Source: an optimization exercise on an open RTL-to-GDS flow (aim: small area and a short achievable clock period). Production flows keep margins and buffers that such runs may drop. The RTL was checked by simulation tests, not by an equivalence proof against the original design. Power and IR drop assume default switching activity.

$ cat design/flow/config.mk
export PLATFORM = sky130hd
export DESIGN_NAME = bus_responder
export DESIGN_NICKNAME = bus_responder
export VERILOG_FILES = /design/flow/design.v
export SDC_FILE = /design/flow/constraint.sdc
export NUM_CORES = 4
export LEC_CHECK = 0
export CAP_MARGIN = 20
export CORE_MARGIN = 2
export CORE_UTILIZATION = 40
export SLEW_MARGIN = 20
$ cat design/flow/constraint.sdc
create_clock -name core_clock -period 4.0 [get_ports {CLK}]
set_input_delay 0.8000 -clock core_clock [delete_from_list [all_inputs] [get_ports {CLK}]]
set_output_delay 0.8000 -clock core_clock [all_outputs]
set_load 0.01 [all_outputs]
$ cat design/flow/design.v
package bus_responder_pkg;
  localparam int BUS_DW = 32;
  localparam logic [7:0] ADDR_CYCLES    = 8'h40;
  localparam logic [7:0] ADDR_FIFO_PUSH = 8'h41;
  localparam logic [7:0] ADDR_STATUS    = 8'h42;
  localparam int ST_OVERFLOW = 31;
  localparam int ST_COLLIDE  = 30;
  localparam int ST_FULL     = 7;
  localparam int ST_EMPTY    = 6;
  localparam int ST_COUNT_LO = 0;
  localparam int ST_COUNT_W  = 5;
  typedef struct packed {
    logic [7:0]        addr;
    logic              rd;
    logic              wr;
    logic [BUS_DW-1:0] wdata;
  } bus_req_t;
  function automatic logic [BUS_DW-1:0] status_word(
    input logic                  overflow,
    input logic                  collide,
    input logic                  full,
    input logic                  empty,
    input logic [ST_COUNT_W-1:0] count
  );
    logic [BUS_DW-1:0] w;
    w = '0;
    w[ST_OVERFLOW] = overflow;
    w[ST_COLLIDE]  = collide;
    w[ST_FULL]     = full;
    w[ST_EMPTY]    = empty;
    w[ST_COUNT_LO +: ST_COUNT_W] = count;
    status_word = w;
  endfunction
endpackage
module sync_fifo #(
  parameter int DEPTH = 4,
  parameter int WIDTH = 32
) (
  input  logic                       clk,
  input  logic                       rst,
  input  logic                       push,
  input  logic                       pop,
  input  logic [WIDTH-1:0]           wdata,
  output logic [WIDTH-1:0]           rdata,
  output logic                       full,
  output logic                       empty,
  output logic [$clog2(DEPTH+1)-1:0] count
);
  localparam int PW = (DEPTH > 1) ? $clog2(DEPTH) : 1;
  localparam int CW = $clog2(DEPTH + 1);
  logic [WIDTH-1:0] mem [DEPTH];
  logic [PW-1:0]    wr_ptr, rd_ptr;
  logic             do_push, do_pop;
  assign do_pop  = pop && !empty;
  assign do_push = push && (!full || do_pop);
  assign full    = (count == CW'(DEPTH));
  assign empty   = (count == '0);
  assign rdata   = empty ? '0 : mem[rd_ptr];
  always_ff @(posedge clk) begin
    if (rst) begin
      wr_ptr <= '0;
      rd_ptr <= '0;
      count  <= '0;
    end else begin
      if (do_push) wr_ptr <= wr_ptr + PW'(1);
      if (do_pop)  rd_ptr <= rd_ptr + PW'(1);
      case ({do_push, do_pop})
        2'b10:   count <= count + CW'(1);
        2'b01:   count <= count - CW'(1);
        default: count <= count;
      endcase
    end
  end
  always_ff @(posedge clk) begin
    if (!rst && do_push) mem[wr_ptr] <= wdata;
  end
endmodule
module bus_responder #(
  parameter int RAM_WORDS  = 64,
  parameter int FIFO_DEPTH = 4,
  parameter int DATA_W     = 32
) (
  input  logic              CLK,
  input  logic              RST,
  input  logic [7:0]        addr,
  input  logic              rd,
  input  logic              wr,
  input  logic [DATA_W-1:0] wdata,
  output logic [DATA_W-1:0] rdata,
  output logic [DATA_W-1:0] out_data,
  output logic              out_valid,
  input  logic              out_ready
);
  localparam int         AW      = $clog2(RAM_WORDS);
  localparam int         CW      = $clog2(FIFO_DEPTH + 1);
  localparam logic [7:0] RAM_LIM = 8'(RAM_WORDS);
  bus_responder_pkg::bus_req_t req;
  assign req = {addr, rd, wr, wdata};
  logic ram_hit, cyc_hit, push_hit, stat_hit;
  logic [AW-1:0] ram_idx;
  assign ram_hit  = (req.addr < RAM_LIM);
  assign cyc_hit  = (req.addr == bus_responder_pkg::ADDR_CYCLES);
  assign push_hit = (req.addr == bus_responder_pkg::ADDR_FIFO_PUSH);
  assign stat_hit = (req.addr == bus_responder_pkg::ADDR_STATUS);
  assign ram_idx  = req.addr[AW-1:0];
  logic [DATA_W-1:0] ram [RAM_WORDS];
  logic [DATA_W-1:0] cycles;
  logic              overflow, collide;
  logic              fifo_push, fifo_pop, fifo_full, fifo_empty;
  logic [CW-1:0]     fifo_count;
  logic              overflow_ev;
  assign fifo_push   = req.wr && push_hit;
  assign fifo_pop    = out_valid && out_ready;
  assign overflow_ev = fifo_push && fifo_full && !fifo_pop;
  assign out_valid   = !fifo_empty;
  sync_fifo #(.DEPTH(FIFO_DEPTH), .WIDTH(DATA_W)) u_fifo (
    .clk   (CLK),
    .rst   (RST),
    .push  (fifo_push),
    .pop   (fifo_pop),
    .wdata (req.wdata),
    .rdata (out_data),
    .full  (fifo_full),
    .empty (fifo_empty),
    .count (fifo_count)
  );
  logic [DATA_W-1:0] rd_mux;
  always_comb begin
    rd_mux = '0;
    if (ram_hit)       rd_mux = ram[ram_idx];
    else if (cyc_hit)  rd_mux = cycles;
    else if (stat_hit) rd_mux = bus_responder_pkg::status_word(overflow, collide, fifo_full, fifo_empty,
                                            bus_responder_pkg::ST_COUNT_W'(fifo_count));
  end
  always_ff @(posedge CLK) begin
    if (!RST && req.wr && ram_hit) ram[ram_idx] <= req.wdata;
  end
  always_ff @(posedge CLK) begin
    if (RST)                    cycles <= '0;
    else if (req.wr && cyc_hit) cycles <= req.wdata;
    else                        cycles <= cycles + DATA_W'(1);
  end
  always_ff @(posedge CLK) begin
    if (RST) begin
      overflow <= 1'b0;
      collide  <= 1'b0;
    end else begin
      if (req.wr && stat_hit && req.wdata[0]) begin
        overflow <= 1'b0;
        collide  <= 1'b0;
      end
      if (overflow_ev)       overflow <= 1'b1;
      if (req.rd && req.wr)  collide  <= 1'b1;
    end
  end
  always_ff @(posedge CLK) begin
    if (RST)         rdata <= '0;
    else if (req.rd) rdata <= req.wr ? '0 : rd_mux;
  end
endmodule
$ cat design/flow/run.sh
#!/bin/bash
# synth_recipe.tcl (not shown) runs the flow's synth.tcl, then flattens the netlist and writes it again
# the make line also repeats each setting of config.mk as NAME=value (left out here)
make -C /OpenROAD-flow-scripts/flow DESIGN_CONFIG=/design/flow/config.mk WORK_HOME=/design/flow/orfs CLKGATE_MAP_FILE= SYNTH_SCRIPT=/design/flow/synth_recipe.tcl finish
==> PnR_summary.wiki <==
{| class="wikitable"
! Metric !! Value
|-
| Mapped Area || between 0.08 and 0.09 mm^2
|-
| Part of the power in the clock network || between 40% and 50%
|-
| Remaining antenna violation count || 0
|-
| Main synth FF type || sky130_fd_sc_hd__edfxtp_1
|-
| Clock latency at the later pin of the worst-skew pair || 0.87 ns
|-
| Final routed DRC violation total || 0
|-
| Cells after DPL || 7267
|-
| Layout cells sized above 1 || about a quarter
|-
| Critical-path cell with the highest stage delay || sky130_fd_sc_hd__or3_2
|-
| Final critical-path required period || approximately 3.7 ns
|-
| DRT Pass-1 Iters || 6
|-
| Pin count of the biggest net entering global routing || between 90 and 100
|-
| Pre-CTS setup slack || 0.214 ns
|-
| Synthesized Nets || roughly 4.3k
|-
| Width of the chip || 468 um
|-
| Maximum clock insertion buffer count || 3
|-
| Net Switching || between 10 and 15 mW
|-
| Leak || between 30 and 40 nW
|-
| Die height || ~470 um
|-
| Total GRT Usage || around 22%
|-
| Worst-case clock skew || around 0.046 ns
|-
| Non-Filler Instances || between 7k and 8k
|-
| Placer Congestion || between 0.9 and 1
|-
| Top cells by area in the synthesized netlist || sky130_fd_sc_hd__edfxtp_1 (76%), sky130_fd_sc_hd__mux4_2 (11%), sky130_fd_sc_hd__a22oi_1 (1.8%), sky130_fd_sc_hd__mux2i_1 (1.8%), sky130_fd_sc_hd__dfxtp_1 (1.7%)
|-
| Num rows || between 150 and 200
|-
| Mean cell area of the mapped netlist || between 20 and 25 um^2
|-
| Synth unique cells || between 70 and 80
|-
| Via count of the first global-routing pass || roughly 44k
|-
| Final critical-path share of the clock period || 92.5%
|-
| Sw Share || between 20% and 30%
|-
| Post-synthesis async set-or-reset flop share || 0%
|-
| Setup repair after global routing missed its margin || false
|-
| Flip-flop and latch count after synthesis || around 2.3k
|-
| Total clock sinks || ~2.3k
|-
| Per-cell routed wire length || 31.7 um
|-
| Count of filler cells inserted in the layout || 17.6k
|-
| Initial DRC Count || around 5.9k
|-
| Effective utilization at floorplan || 40.2%
|-
| Crit. End Element || output pin
|-
| Combined buffer and inverter count along the critical path || 2
|-
| Final count of pins violating max slew || 0
|-
| Clock tree from TritonCTS || yes
|-
| Dominant delay contributor by cell family on the critical path || simple AND/OR/NAND/NOR gates
|-
| Setup slack after layout || 0.298 ns
|-
| Max-cap violations || 0
|-
| Final setup TNS || 0 ns
|-
| Hold Violations, Final || 0
|-
| Number of I/O pins || 110
|-
| Via count || 45.2k
|-
| Wire length reported by the detailed router || 244000 um
|-
| Kind of critical path || reg2out
|-
| Stage delay of the slowest cell on the critical path || between 0.7 and 0.8 ns
|-
| Wire length of the first global-routing pass || 343000 um
|-
| Proportion of netlist area held by the largest area contributor || about 76%
|-
| Post-detailed-placement half-perimeter wirelength || approximately 150000 um
|-
| Share of the yosys chip area belonging to registers || roughly 78%
|-
| Post-CTS setup buffers || 0
|-
| Number of hold buffers added after cts || 0
|-
| Critical path data arrival time || just under 3 ns
|-
| Layout Area Growth over Synthesis || 17.3%
|-
| Internal power component || 38.2 mW
|-
| Synthesis warning total || 2
|-
| Biggest area consumer among synthesized cells || sky130_fd_sc_hd__edfxtp_1
|-
| Power density cells || 480 mW/mm^2
|-
| Measured slew at the worst slew-check pin || roughly 1.1 ns
|-
| Instance count of the mapped netlist || 4217
|-
| Fmax || between 200 and 300 MHz
|-
| Worst min-delay path category || in2reg
|-
| Area enclosed by the die boundary || ~0.22 mm^2
|-
| CTS Buf Count || about 220
|-
| Placeable Area || approximately 0.21 mm^2
|-
| Type of origin of the critical path || flop
|-
| Number of vias per cell after detailed routing || between 5 and 6
|-
| Run status || no timing/DRC/antenna violations
|-
| Required time at the endpoint of the critical path || between 3 and 4 ns
|-
| Port Buffer Count || 109
|-
| Combinational group share of total power || just over 5%
|-
| Final number of setup-violating endpoints || 0
|-
| Worst-path maximum fanout || 26
|-
| Relative max-transition margin || 25.2%
|-
| Antenna violations before repair || 9
|-
| CTS root buf || sky130_fd_sc_hd__clkbuf_16
|-
| Clock slew at reported path FFs || around 0.060 ns
|-
| Fin nets || between 4k and 5k
|-
| Largest voltage drop on the vdd net || ~0.49 mV
|-
| Sequence of cells on the critical path || or3_2 > buf_4 > and2_1 > clkdlybuf4s50_1
|-
| Congestion Overflow GR || 0
|-
| H-tree depth reported by CTS || 4
|-
| Share of total power in sequential cells || between 50% and 60%
|-
| Number of enable flip-flop cells after synthesis || 2176
|}
-- cell usage after synthesis (6+ instances only) --
cell	n
sky130_fd_sc_hd__edfxtp_1	2176
sky130_fd_sc_hd__mux4_2	416
sky130_fd_sc_hd__a22oi_1	204
sky130_fd_sc_hd__nor2_1	154
sky130_fd_sc_hd__mux2i_1	151
sky130_fd_sc_hd__nand2_1	128
sky130_fd_sc_hd__clkbuf_1	122
sky130_fd_sc_hd__buf_2	100
sky130_fd_sc_hd__dfxtp_1	75
sky130_fd_sc_hd__nand3_1	69
sky130_fd_sc_hd__and2_1	64
sky130_fd_sc_hd__a21oi_1	60
sky130_fd_sc_hd__o21ai_0	59
sky130_fd_sc_hd__mux2_2	50
sky130_fd_sc_hd__nand4_1	39
sky130_fd_sc_hd__a221oi_1	38
sky130_fd_sc_hd__a211oi_1	37
sky130_fd_sc_hd__nor3_1	33
sky130_fd_sc_hd__xor2_1	23
sky130_fd_sc_hd__a32oi_1	22
sky130_fd_sc_hd__buf_1	18
sky130_fd_sc_hd__o22ai_1	17
sky130_fd_sc_hd__a22o_1	16
sky130_fd_sc_hd__nor2b_1	13
sky130_fd_sc_hd__a31oi_1	10
sky130_fd_sc_hd__xnor2_1	9
sky130_fd_sc_hd__a311oi_1	8
sky130_fd_sc_hd__and4_1	8
sky130_fd_sc_hd__inv_1	6
sky130_fd_sc_hd__nor4b_1	6
-- placed cells by master (no fill, tap or decap), types with 50 or more instances in the layout --
cell / instances
sky130_fd_sc_hd__a21oi_1: 60
sky130_fd_sc_hd__a22oi_1: 204
sky130_fd_sc_hd__and2_1: 64
sky130_fd_sc_hd__buf_12: 104
sky130_fd_sc_hd__buf_4: 248
sky130_fd_sc_hd__clkbuf_1: 68
sky130_fd_sc_hd__clkbuf_16: 221
sky130_fd_sc_hd__clkdlybuf4s50_1: 73
sky130_fd_sc_hd__dfxtp_1: 74
sky130_fd_sc_hd__edfxtp_1: 2176
sky130_fd_sc_hd__mux2_2: 50
sky130_fd_sc_hd__mux2i_1: 151
sky130_fd_sc_hd__mux4_2: 416
sky130_fd_sc_hd__nand2_1: 128
sky130_fd_sc_hd__nand3_1: 68
sky130_fd_sc_hd__nor2_1: 78
sky130_fd_sc_hd__nor2_4: 66
sky130_fd_sc_hd__o21ai_0: 59
-- worst reg2reg max path: stages, from the launching register on --
cell and delay, ns:
sky130_fd_sc_hd__dfxtp_1 0.48, sky130_fd_sc_hd__nand3_1 0.26, sky130_fd_sc_hd__nor4_4 0.51, sky130_fd_sc_hd__or3b_1 0.59, sky130_fd_sc_hd__or3_1 0.39, sky130_fd_sc_hd__a311oi_1 0.29
-- what timing repair did --
action,CTS,global route
endpoints found under the setup margin,1,0
resized for setup,1,0
endpoints found under the hold margin,0,0
-- registers in the layout (all words and copies together), names as in the netlist, named ones only --
register / count
ram: 2048
u_fifo.mem: 128
cycles: 32
rdata: 32
u_fifo.count: 3
u_fifo.rd_ptr: 2
u_fifo.wr_ptr: 2
collide: 1
overflow: 1
-- worst paths after layout --
kind	endpoint	startpoint	cells after the start	slack (ns)
setup reg to reg	cycles[25]	cycles[2]	5	1.38
hold reg to reg	collide	collide	2	0.51
hold / removal	ram[21][13]	wdata[13]	1	0.29
setup / recovery	out_data[18]	u_fifo.count[0]	4	0.30
-- cells by family (layout without fill, tap and decap cells) --
group	after synthesis	count (layout)	synth area share [%]
AOI/OAI and AO/OA	502	502	4.18
xor gates and xnor gates	32	32	0.326
adders and majority gates	6	6	0.0959
buffers and inverters	253	867	1.28
DFF	2251	2251	77.6
muxes	617	617	13.3
other	0	6	0
and+or+nand+nor	556	556	3.19
-- per-layer routing --
| layer | track usage [%] | part of all wire, % | up-vias |
|---|---|---|---|
| li1 | - | - | 18479 |
| met1 | 31.3 | 41 | 24170 |
| met2 | 35.6 | 48 | 2167 |
| met3 | 3.66 | 8.2 | 347 |
| met4 | 6.22 | 2.8 | 8 |
| met5 | 0 | 0.023 | - |
-- power by group through the flow --
stage | clock network (mW) | registers, mW | logic, mW
detailed placement | 0 | 26.4 | 2.46
global route | 21.3 | 25.9 | 2.58
CTS | 20.5 | 25.9 | 2.46
finish | 20.1 | 25.9 | 2.46
floorplan | 0 | 26.4 | 1.15
global placement | 0 | 26.4 | 2.43
-- metrics by stage --
stage          power, mW  cell area, um^2  hold WS, ns  utilization (%)
5_1_grt             49.8           101000        0.257             47.1
3_5_place_dp        28.9            94000        0.495             43.9
4_1_cts             48.8           101000        0.217             47.1
3_3_place_gp        28.8            94000        0.482             43.9
2_1_floorplan       27.5            86100        0.465                -
6_report            48.5           101000        0.289             47.1
-- area by class of cell --
| class | count | area (um^2) | area share [%] |
|---|---|---|---|
| clock inverters | 100 | 1020 | 1.01 |
| inverters | 7 | 26.3 | 0.0260 |
| diodes | 6 | 15.0 | 0.0149 |
| clock buffers | 301 | 5950 | 5.89 |
| well taps | 2838 | 3550 | 3.52 |
| multi-input cells | 1713 | 18700 | 18.5 |
| repair buffers | 459 | 4870 | 4.82 |
| flip-flops and latches | 2251 | 66800 | 66.2 |

afterwards: timing with drivers on the ports:
Ports are ideal in the flow. The routed layout listed here was re-timed in OpenROAD. Step 1: set_driving_cell puts a clkbuf_16 on CLK and a buf_2 on each other input, an assumption about the parent block. Step 2 also shifts input and output timing later by t, the mid clock arrival at the registers, as if the neighbouring blocks saw the same clock. a / b / c = ideal ports / drivers / drivers and shift; a / b = the first two.
shift t [ns]: 0.949
slack for setup (ns): 0.298 / 0.199 / 0.185
clock arrival spread, ns: 0.055 / 0.055
After both steps this run still meets setup and hold. The setup slack of this run moves by -0.099 ns with the drivers and by -0.113 ns with both steps.
